This is an optimization exercise on Yosys and OpenROAD, whose aim is small area, not a production implementation.
Function was checked by simulation only, so behaviour that the tests miss may differ from the original.
Power and IR drop assume default switching activity.

===== design/flow/config.mk =====
export PLATFORM = sky130hd
export DESIGN_NAME = issue_stage
export DESIGN_NICKNAME = issue_stage
export VERILOG_FILES = /design/flow/design.v
export SDC_FILE = /design/flow/constraint.sdc
export NUM_CORES = 4
export LEC_CHECK = 0
export CAP_MARGIN = 20
export CORE_MARGIN = 2
export CORE_UTILIZATION = 40
export SLEW_MARGIN = 20

===== design/flow/constraint.sdc =====
create_clock -name core_clock -period 4.2 [get_ports {clk}]
set_input_delay 0.8400 -clock core_clock [delete_from_list [all_inputs] [get_ports {clk}]]
set_output_delay 0.8400 -clock core_clock [all_outputs]
set_load 0.01 [all_outputs]

===== design/flow/design.v =====
package issue_pkg;
    typedef enum logic [3:0] {
        OP_NOP    = 4'd0,
        OP_ALU    = 4'd1,
        OP_LOAD   = 4'd2,
        OP_STORE  = 4'd3,
        OP_BRANCH = 4'd4,
        OP_JUMP   = 4'd5,
        OP_JAL    = 4'd6,
        OP_MULDIV = 4'd7,
        OP_PRIV   = 4'd8
    } op_t;
    typedef struct packed {
        op_t         op;
        logic [4:0]  destreg;
        logic [4:0]  srcrega;
        logic [4:0]  srcregb;
        logic        writes_dest;
        logic [31:0] pc;
        logic [15:0] imm;
    } decode_data_t;
    typedef struct packed {
        op_t         op;
        logic [4:0]  destreg;
        logic        writes_dest;
        logic [31:0] pc;
        logic [15:0] imm;
        logic [31:0] rs_val;
        logic [31:0] rt_val;
        logic        rs_ready;
        logic        rt_ready;
    } issue_data_t;
endpackage
module issue_queue (
    input  logic                          clk,
    input  logic                          reset,
    input  logic                          stall,
    input  logic                          flush,
    input  issue_pkg::decode_data_t       in_data_old,
    input  issue_pkg::decode_data_t       in_data_young,
    input  logic [1:0]                    hit,
    output logic                          full,
    output issue_pkg::decode_data_t       head_entry_a,
    output issue_pkg::decode_data_t       head_entry_b,
    output logic                          head_valid_a,
    output logic                          head_valid_b,
    input  logic [1:0]                    head_issue_en
);
    logic [67:0] entries [8];
    logic [8-1:0] valid;
    logic [8-1:0] valid_next;
    logic [3-1:0] head_ptr;
    logic [3-1:0] tail_ptr;
    logic [3-1:0] head_plus1;
    logic [3-1:0] head_plus2;
    logic [3-1:0] tail_plus1;
    logic [3-1:0] tail_plus2;
    logic [3-1:0] head_next;
    logic [3-1:0] tail_next;
    logic [3-1:0] wr_slot_b;
    logic accept;
    assign head_plus1 = head_ptr + 3'd1;
    assign head_plus2 = head_ptr + 3'd2;
    assign tail_plus1 = tail_ptr + 3'd1;
    assign tail_plus2 = tail_ptr + 3'd2;
    assign wr_slot_b = hit[1] ? tail_plus1 : tail_ptr;
    always_comb
    begin
        case (hit)
            2'b11:   full = valid[tail_ptr] || valid[tail_plus1];
            2'b10:   full = valid[tail_ptr];
            2'b01:   full = valid[tail_ptr];
            default: full = 1'b0;
        endcase
    end
    assign accept = !full && !flush;
    assign head_valid_a = valid[head_ptr];
    assign head_valid_b = valid[head_plus1];
    assign head_entry_a = valid[head_ptr] ? entries[head_ptr] : '0;
    assign head_entry_b = valid[head_plus1] ? entries[head_plus1] : '0;
    always_comb
    begin
        valid_next = valid;
        head_next  = head_ptr;
        tail_next  = tail_ptr;
        if (!stall)
        begin
            case (head_issue_en)
                2'b11:
                begin
                    valid_next[head_ptr]   = 1'b0;
                    valid_next[head_plus1] = 1'b0;
                    head_next              = head_plus2;
                end
                2'b10:
                begin
                    valid_next[head_ptr] = 1'b0;
                    head_next            = head_plus1;
                end
                default:
                begin
                    head_next = head_ptr;
                end
            endcase
        end
        if (accept)
        begin
            if (hit[1])
                valid_next[tail_ptr] = 1'b1;
            if (hit[0])
                valid_next[wr_slot_b] = 1'b1;
            case (hit)
                2'b11:   tail_next = tail_plus2;
                2'b10:   tail_next = tail_plus1;
                2'b01:   tail_next = tail_plus1;
                default: tail_next = tail_ptr;
            endcase
        end
    end
    always_ff @(posedge clk)
    begin
        if (accept && hit[1])
            entries[tail_ptr] <= in_data_old;
        if (accept && hit[0])
            entries[wr_slot_b] <= in_data_young;
    end
    always_ff @(posedge clk)
    begin
        if (!reset || flush)
        begin
            valid    <= '0;
            head_ptr <= '0;
            tail_ptr <= '0;
        end
        else
        begin
            valid    <= valid_next;
            head_ptr <= head_next;
            tail_ptr <= tail_next;
        end
    end
endmodule
module pair_check (
    input  issue_pkg::decode_data_t head_entry_a,
    input  issue_pkg::decode_data_t head_entry_b,
    input  logic                    head_valid_a,
    input  logic                    head_valid_b,
    output logic [1:0]              head_issue_en
);
    logic ctrl_a;
    logic ctrl_b;
    logic mem_a;
    logic mem_b;
    logic raw_hazard;
    logic mem_pair;
    logic priv_any;
    logic muldiv_pair;
    logic en_a;
    logic en_b;
    assign ctrl_a = head_entry_a.op == issue_pkg::OP_BRANCH ||
                    head_entry_a.op == issue_pkg::OP_JUMP ||
                    head_entry_a.op == issue_pkg::OP_JAL;
    assign ctrl_b = head_entry_b.op == issue_pkg::OP_BRANCH ||
                    head_entry_b.op == issue_pkg::OP_JUMP ||
                    head_entry_b.op == issue_pkg::OP_JAL;
    assign mem_a = head_entry_a.op == issue_pkg::OP_LOAD ||
                   head_entry_a.op == issue_pkg::OP_STORE;
    assign mem_b = head_entry_b.op == issue_pkg::OP_LOAD ||
                   head_entry_b.op == issue_pkg::OP_STORE;
    assign mem_pair = mem_a && mem_b;
    assign raw_hazard = head_entry_a.writes_dest &&
                        (head_entry_a.destreg == head_entry_b.srcrega ||
                         head_entry_a.destreg == head_entry_b.srcregb);
    assign priv_any = head_entry_a.op == issue_pkg::OP_PRIV ||
                      head_entry_b.op == issue_pkg::OP_PRIV;
    assign muldiv_pair = head_entry_a.op == issue_pkg::OP_MULDIV &&
                         head_entry_b.op == issue_pkg::OP_MULDIV;
    assign en_a = head_valid_a && !(ctrl_a && !head_valid_b);
    assign en_b = en_a && head_valid_b &&
                  !(ctrl_b || mem_pair || raw_hazard || priv_any || muldiv_pair);
    assign head_issue_en = {en_a, en_b};
endmodule
module exec_latch (
    input  logic                         clk,
    input  logic                         reset,
    input  logic                         stall,
    input  logic                         flush,
    input  issue_pkg::decode_data_t      head_entry_a,
    input  issue_pkg::decode_data_t      head_entry_b,
    input  logic [1:0]                   head_issue_en,
    output logic [3:0][4:0]              reg_addr,
    input  logic [3:0][31:0]             reg_data,
    input  logic [3:0]                   reg_ready,
    output issue_pkg::issue_data_t       issue_out_a,
    output issue_pkg::issue_data_t       issue_out_b
);
    issue_pkg::issue_data_t slot_a;
    issue_pkg::issue_data_t slot_b;
    issue_pkg::issue_data_t slot_next_a;
    issue_pkg::issue_data_t slot_next_b;
    function automatic issue_pkg::issue_data_t build_slot(
        input issue_pkg::decode_data_t entry,
        input logic [31:0]             rs_val,
        input logic [31:0]             rt_val,
        input logic                    rs_ready,
        input logic                    rt_ready
    );
        issue_pkg::issue_data_t slot;
        slot.op          = entry.op;
        slot.destreg     = entry.destreg;
        slot.writes_dest = entry.writes_dest;
        slot.pc          = entry.pc;
        slot.imm         = entry.imm;
        slot.rs_val      = rs_val;
        slot.rt_val      = rt_val;
        slot.rs_ready    = rs_ready;
        slot.rt_ready    = rt_ready;
        if (entry.op == issue_pkg::OP_JAL)
        begin
            slot.rt_val   = entry.pc + 32'd8;
            slot.rt_ready = 1'b1;
        end
        build_slot = slot;
    endfunction
    assign reg_addr[3] = head_entry_a.srcrega;
    assign reg_addr[2] = head_entry_a.srcregb;
    assign reg_addr[1] = head_entry_b.srcrega;
    assign reg_addr[0] = head_entry_b.srcregb;
    assign slot_a = build_slot(head_entry_a, reg_data[3], reg_data[2],
                               reg_ready[3], reg_ready[2]);
    assign slot_b = build_slot(head_entry_b, reg_data[1], reg_data[0],
                               reg_ready[1], reg_ready[0]);
    assign slot_next_a = head_issue_en[1] ? slot_a : '0;
    assign slot_next_b = head_issue_en[0] ? slot_b : '0;
    always_ff @(posedge clk)
    begin
        if (!reset || flush)
        begin
            issue_out_a <= '0;
            issue_out_b <= '0;
        end
        else if (!stall)
        begin
            issue_out_a <= slot_next_a;
            issue_out_b <= slot_next_b;
        end
    end
endmodule
module issue_counters (
    input  logic                          clk,
    input  logic                          reset,
    input  logic                          stall,
    input  logic                          flush,
    input  logic [1:0]                    issue_en,
    output logic [32-1:0] single_count,
    output logic [32-1:0] dual_count
);
    logic count_en;
    assign count_en = !stall && !flush;
    always_ff @(posedge clk)
    begin
        if (!reset)
        begin
            single_count <= '0;
            dual_count   <= '0;
        end
        else if (count_en)
        begin
            if (issue_en == 2'b11)
                dual_count <= dual_count + 32'd1;
            if (issue_en == 2'b10)
                single_count <= single_count + 32'd1;
        end
    end
endmodule
module issue_stage (
    input  logic                          clk,
    input  logic                          reset,
    input  logic                          stall,
    input  logic                          flush,
    input  logic [135:0]                  in_data,
    input  logic [1:0]                    hit,
    output logic                          full,
    output logic [19:0]                   reg_addr,
    input  logic [127:0]                  reg_data,
    input  logic [3:0]                    reg_ready,
    output logic [247:0]                  issue_out,
    output logic [32-1:0] single_count,
    output logic [32-1:0] dual_count
);
    issue_pkg::decode_data_t       in_data_old;
    issue_pkg::decode_data_t       in_data_young;
    issue_pkg::issue_data_t        issue_out_a;
    issue_pkg::issue_data_t        issue_out_b;
    logic [3:0][4:0]               reg_addr_s;
    logic [3:0][31:0]              reg_data_s;
    assign in_data_old   = in_data[135:68];
    assign in_data_young = in_data[67:0];
    assign issue_out     = {issue_out_a, issue_out_b};
    assign reg_addr   = reg_addr_s;
    assign reg_data_s = reg_data;
    issue_pkg::decode_data_t head_entry_a;
    issue_pkg::decode_data_t head_entry_b;
    logic head_valid_a;
    logic head_valid_b;
    logic [1:0] head_issue_en;
    issue_queue issue_queue_inst (
        .clk           (clk),
        .reset         (reset),
        .stall         (stall),
        .flush         (flush),
        .in_data_old   (in_data_old),
        .in_data_young (in_data_young),
        .hit           (hit),
        .full          (full),
        .head_entry_a  (head_entry_a),
        .head_entry_b  (head_entry_b),
        .head_valid_a  (head_valid_a),
        .head_valid_b  (head_valid_b),
        .head_issue_en (head_issue_en)
    );
    pair_check pair_check_inst (
        .head_entry_a  (head_entry_a),
        .head_entry_b  (head_entry_b),
        .head_valid_a  (head_valid_a),
        .head_valid_b  (head_valid_b),
        .head_issue_en (head_issue_en)
    );
    exec_latch exec_latch_inst (
        .clk           (clk),
        .reset         (reset),
        .stall         (stall),
        .flush         (flush),
        .head_entry_a  (head_entry_a),
        .head_entry_b  (head_entry_b),
        .head_issue_en (head_issue_en),
        .reg_addr      (reg_addr_s),
        .reg_data      (reg_data_s),
        .reg_ready     (reg_ready),
        .issue_out_a   (issue_out_a),
        .issue_out_b   (issue_out_b)
    );
    issue_counters issue_counters_inst (
        .clk          (clk),
        .reset        (reset),
        .stall        (stall),
        .flush        (flush),
        .issue_en     (head_issue_en),
        .single_count (single_count),
        .dual_count   (dual_count)
    );
endmodule

===== design/flow/run.sh =====
#!/bin/bash
# synth_recipe.tcl (not shown) runs the flow's synth.tcl, then flattens the netlist and writes it again
# the make line also repeats each setting of config.mk as NAME=value (left out here)
make -C /OpenROAD-flow-scripts/flow DESIGN_CONFIG=/design/flow/config.mk WORK_HOME=/design/flow/orfs CLKGATE_MAP_FILE= SYNTH_SCRIPT=/design/flow/synth_recipe.tcl finish

==> results.json <==
{
  "async_reset_ff_frac": 0,
  "grt_overflow_total": 0,
  "io_pins": 607,
  "via_per_inst": 5.89,
  "fin_crit_sh": 0.987,
  "dp_slack_ns": -0.203,
  "dpl.hpwl_mm": 113,
  "drt-wirelength-per-cell_um": 29.1,
  "p_total_mw": 20.1,
  "yosysTopAreaCell": "edfxtp_1",
  "yosys-top-cells-area": "edfxtp_1 (36%), dfxtp_1 (14%), mux2_2 (14%), mux4_2 (13%), mux2i_1 (3.8%)",
  "status": "no timing/DRC/antenna violations",
  "die_height_um": 342,
  "power.switching_mw": 4.71,
  "die_x_um": 342,
  "gp_congestion": 0.906,
  "root_buffer": "clkbuf_16",
  "slew_headroom": 0.310,
  "combPwrFrac": 0.091,
  "p_per_area_nw_per_um2": 343,
  "power_frac_seq": 0.466,
  "start_util": 0.402,
  "crit_path_max_incr_delay_ns": 0.60,
  "critPathCaptureType": "output pin",
  "final_cells": 5713,
  "skew_ns": 0.0253,
  "clock_power_share": 0.443,
  "hold_buffers": 0,
  "cts_tree": "built",
  "synth.distinct_cells": 80,
  "antenna_found_initial": 27,
  "arrival_ns": 3.31,
  "synth_edf_count": 544,
  "startpoint_type": "register",
  "clockBufferDepth": 3,
  "intPower_mw": 15.4,
  "critPathKind": "reg2out",
  "hold_violations": 0,
  "min_path_type": "reg2reg",
  "clock_sinks": 873,
  "drive_gt1_frac": 0.296,
  "p_sw_frac": 0.235,
  "ys_seq_area_frac": 0.500,
  "p_leak_nw": 18.9,
  "setup_violations": 0,
  "path_clk_slew_ns": 0.06,
  "syn_to_final_growth_pct": 27.6,
  "grt_pass1_vias": 33436,
  "syn_avg_cell_area_um2": 13.2,
  "path_max_fanout": 5,
  "yosys_register_bits": 873,
  "fmax_mhz": 241,
  "syn_area_um2": 45800,
  "syn_nets": 3765,
  "ys.warnings.count": 3,
  "placedCellCount": 5508,
  "clk_latency_ns": 0.70,
  "path_cells": "ha_1 > buf_4 > xnor2_2 > or3_1 > o22ai_1 > or2_4 > clkdlybuf4s50_1",
  "htree_levels": 3,
  "vdd.ir_drop.worst_uv": 313,
  "drt_wl_total_mm": 166,
  "io_buffers": 606,
  "worstMarginPinSlew_ns": 1.04,
  "grt_start_max_net_pins": 107,
  "fin_crit_ns": 4.15,
  "cts_made_buffers": 101,
  "rows": 124,
  "fin_nets": 4406,
  "fin_area_um2": 58500,
  "syn_inst": 3464,
  "max-cap-violations": 0,
  "synth_flop_cell": "edfxtp_1",
  "finalSetupTns_ns": 0,
  "placedInstanceArea_um2": 54900,
  "final_antenna_net_count": 0,
  "vias": 33676,
  "grt_pass1_wl_mm": 236,
  "die-area_um2": 117000,
  "finalWorstSetupSlack_ns": 0.0543,
  "synth_top_area_share": 0.357,
  "drt_iter0_markers": 2854,
  "dr.pass1.iters": 6,
  "drv_slew": 0,
  "drc": 0,
  "coreArea_um2": 114000,
  "cp_slowest_cell": "clkdlybuf4s50_1",
  "grt.total_usage": 0.276,
  "worstPathRequired_ns": 3.36
}
==> cells in the mapped netlist (12+ instances only) <==
cell type,instances
nor3b_1,38
o21ai_0,141
nor3_1,58
edfxtp_1,544
o31ai_1,14
mux2i_1,175
mux4_2,267
nand2b_1,27
buf_1,24
and3_1,17
mux2_2,557
o22ai_1,12
a22oi_1,22
nand2_1,225
buf_2,68
xnor2_1,22
or3_1,53
buf_4,23
a22o_1,58
inv_1,24
clkbuf_1,132
dfxtp_1,329
xor2_1,30
nand4_1,28
ha_1,27
a21oi_1,160
nand3_1,56
nor2_1,170
==> worst paths after layout <==
path                                          endpoint                            start  slack, ns  cells after the start
setup reg to reg  issue_counters_inst.single_count[30]     issue_queue_inst.head_ptr[0]       0.11                     14
hold reg to reg        exec_latch_inst.issue_out_b[31]  exec_latch_inst.issue_out_b[31]       0.45                      2
hold / removal         exec_latch_inst.issue_out_b[31]  exec_latch_inst.issue_out_b[31]       0.45                      2
setup / recovery                           reg_addr[3]     issue_queue_inst.head_ptr[0]       0.05                      7
==> registers in the layout, summed over array words and instances, names as in the netlist, named ones only <==
name,count
issue_queue_inst.valid,8
issue_counters_inst.dual_count,32
issue_counters_inst.single_count,32
exec_latch_inst.issue_out_b,124
issue_queue_inst.tail_ptr,3
issue_queue_inst.head_ptr,3
issue_queue_inst.entries,544
exec_latch_inst.issue_out_a,124
==> per-layer routing <==
layer	up-vias	GRT usage	part of all wire	wire, um
met5	-	0	0.00058	96
met4	14	0.0961	0.031	5100
met3	268	0.0606	0.087	14400
met2	1461	0.456	0.48	79500
met1	17101	0.357	0.40	66900
li1	14832	-	-	-
==> through the flow <==
stage               hold slack [ns]   util
CTS                           0.455  0.512
floorplan                     0.482      -
global placement              0.435  0.482
detailed placement            0.442  0.482
global route                  0.479  0.513
finish                        0.448  0.513
==> kinds of logic (layout without fill, tap and decap cells) <==
logic type | count (synthesis) | in the layout | synth area share
AO/OA/AOI/OAI | 480 | 480 | 0.0656
buffers and inverters | 286 | 1009 | 0.0289
XOR/XNOR | 54 | 54 | 0.0109
adder cells (fa/ha/maj) | 27 | 27 | 0.00738
multiplexers | 1000 | 1000 | 0.307
flip-flops | 873 | 873 | 0.500
other | 0 | 14 | 0
AND/OR/NAND/NOR | 744 | 744 | 0.0800
==> worst max-delay path: cells and delay by family, from the launching register on <==
family	cells	cell delay (ns)
buffers and inverters	2	0.78
AOI/OAI and AO/OA	1	0.29
DFF	1	0.36
xor gates and xnor gates	1	0.19
adders and majority gates	1	0.27
and+or+nand+nor	2	0.71
==> what timing repair did <==
item                                    CTS  global route
endpoints found under the setup margin   14            56
buffers inserted                          2             4
pin swaps                                 1             0
resized for setup                         5            23
==> layout by cell type, fill, tap and decap left out, drive strengths merged, types with 10 or more instances in the layout <==
| cell type | synthesis | final |
|---|---|---|
| a21oi | 161 | 161 |
| nor4 | 11 | 11 |
| nor3 | 60 | 60 |
| and3 | 17 | 17 |
| clkinv | 2 | 19 |
| nor3b | 39 | 39 |
| nand4 | 28 | 28 |
| mux4 | 267 | 267 |
| inv | 25 | 30 |
| nand2 | 225 | 225 |
| o211ai | 11 | 11 |
| xnor2 | 23 | 23 |
| xor2 | 31 | 31 |
| buf | 125 | 192 |
| clkbuf | 134 | 161 |
| edfxtp | 544 | 544 |
| dlymetal6s2s | 0 | 10 |
| a22oi | 22 | 22 |
| o311ai | 11 | 11 |
| a22o | 58 | 58 |
| nand3 | 56 | 56 |
| dfxtp | 329 | 329 |
| diode | 0 | 14 |
| o21ai | 144 | 144 |
| nor2 | 172 | 172 |
| mux2 | 557 | 557 |
| o31ai | 14 | 14 |
| or3 | 55 | 55 |
| o22ai | 12 | 12 |
| clkdlybuf4s50 | 0 | 594 |
| nand2b | 27 | 27 |
| ha | 27 | 27 |
| mux2i | 176 | 176 |
==> power groups by stage <==
stage / Combinational (mW) / Clock, mW / Sequential [mW]
floorplan: 0.917 / 0 / 9.50
global placement: 1.80 / 0 / 9.52
detailed placement: 1.81 / 0 / 9.53
CTS: 1.82 / 9.05 / 9.34
global route: 1.94 / 9.34 / 9.35
finish: 1.83 / 8.89 / 9.34
==> area by class of cell <==
| type | instances | area, um^2 |
|---|---|---|
| Clock inverter | 25 | 231 |
| Multi-Input combinational cell | 2305 | 21900 |
| Fill cell | 9812 | 55400 |
| Inverter | 27 | 106 |
| Tap cell | 1512 | 1890 |
| Clock buffer | 160 | 3090 |
| Timing Repair Buffer | 797 | 8250 |
| Antenna cell | 14 | 35.0 |
| Sequential cell | 873 | 22900 |

separate check: timing with driven ports:
The flow's constraints put no driver on any port. The routed layout listed below was extracted and timed again, unchanged, in two steps.
Step 1: set_driving_cell puts a clkbuf_16 on clk and a buf_2 on each other input, an assumption about the parent block.
Step 2 times the ports against the registers' clock, not the clock port: input delays grow and output delays shrink by t, the midpoint of the rising clock arrivals with the driver on.
Slacks: ideal / step 1 / step 2; pairs: ideal / step 1.
shift t [ns]: 0.761
slack for setup (ns): 0.054 / -0.018 / 0.115
hold slack, ns: 0.448 / 0.448 / 0.448
worst register clock-pin slew, ns: 0.06 / 0.06
cell pins on the clock port's net: 1
After both steps this run still meets setup and hold. The setup slack of this run moves by -0.072 ns with the drivers and by +0.061 ns with both steps.
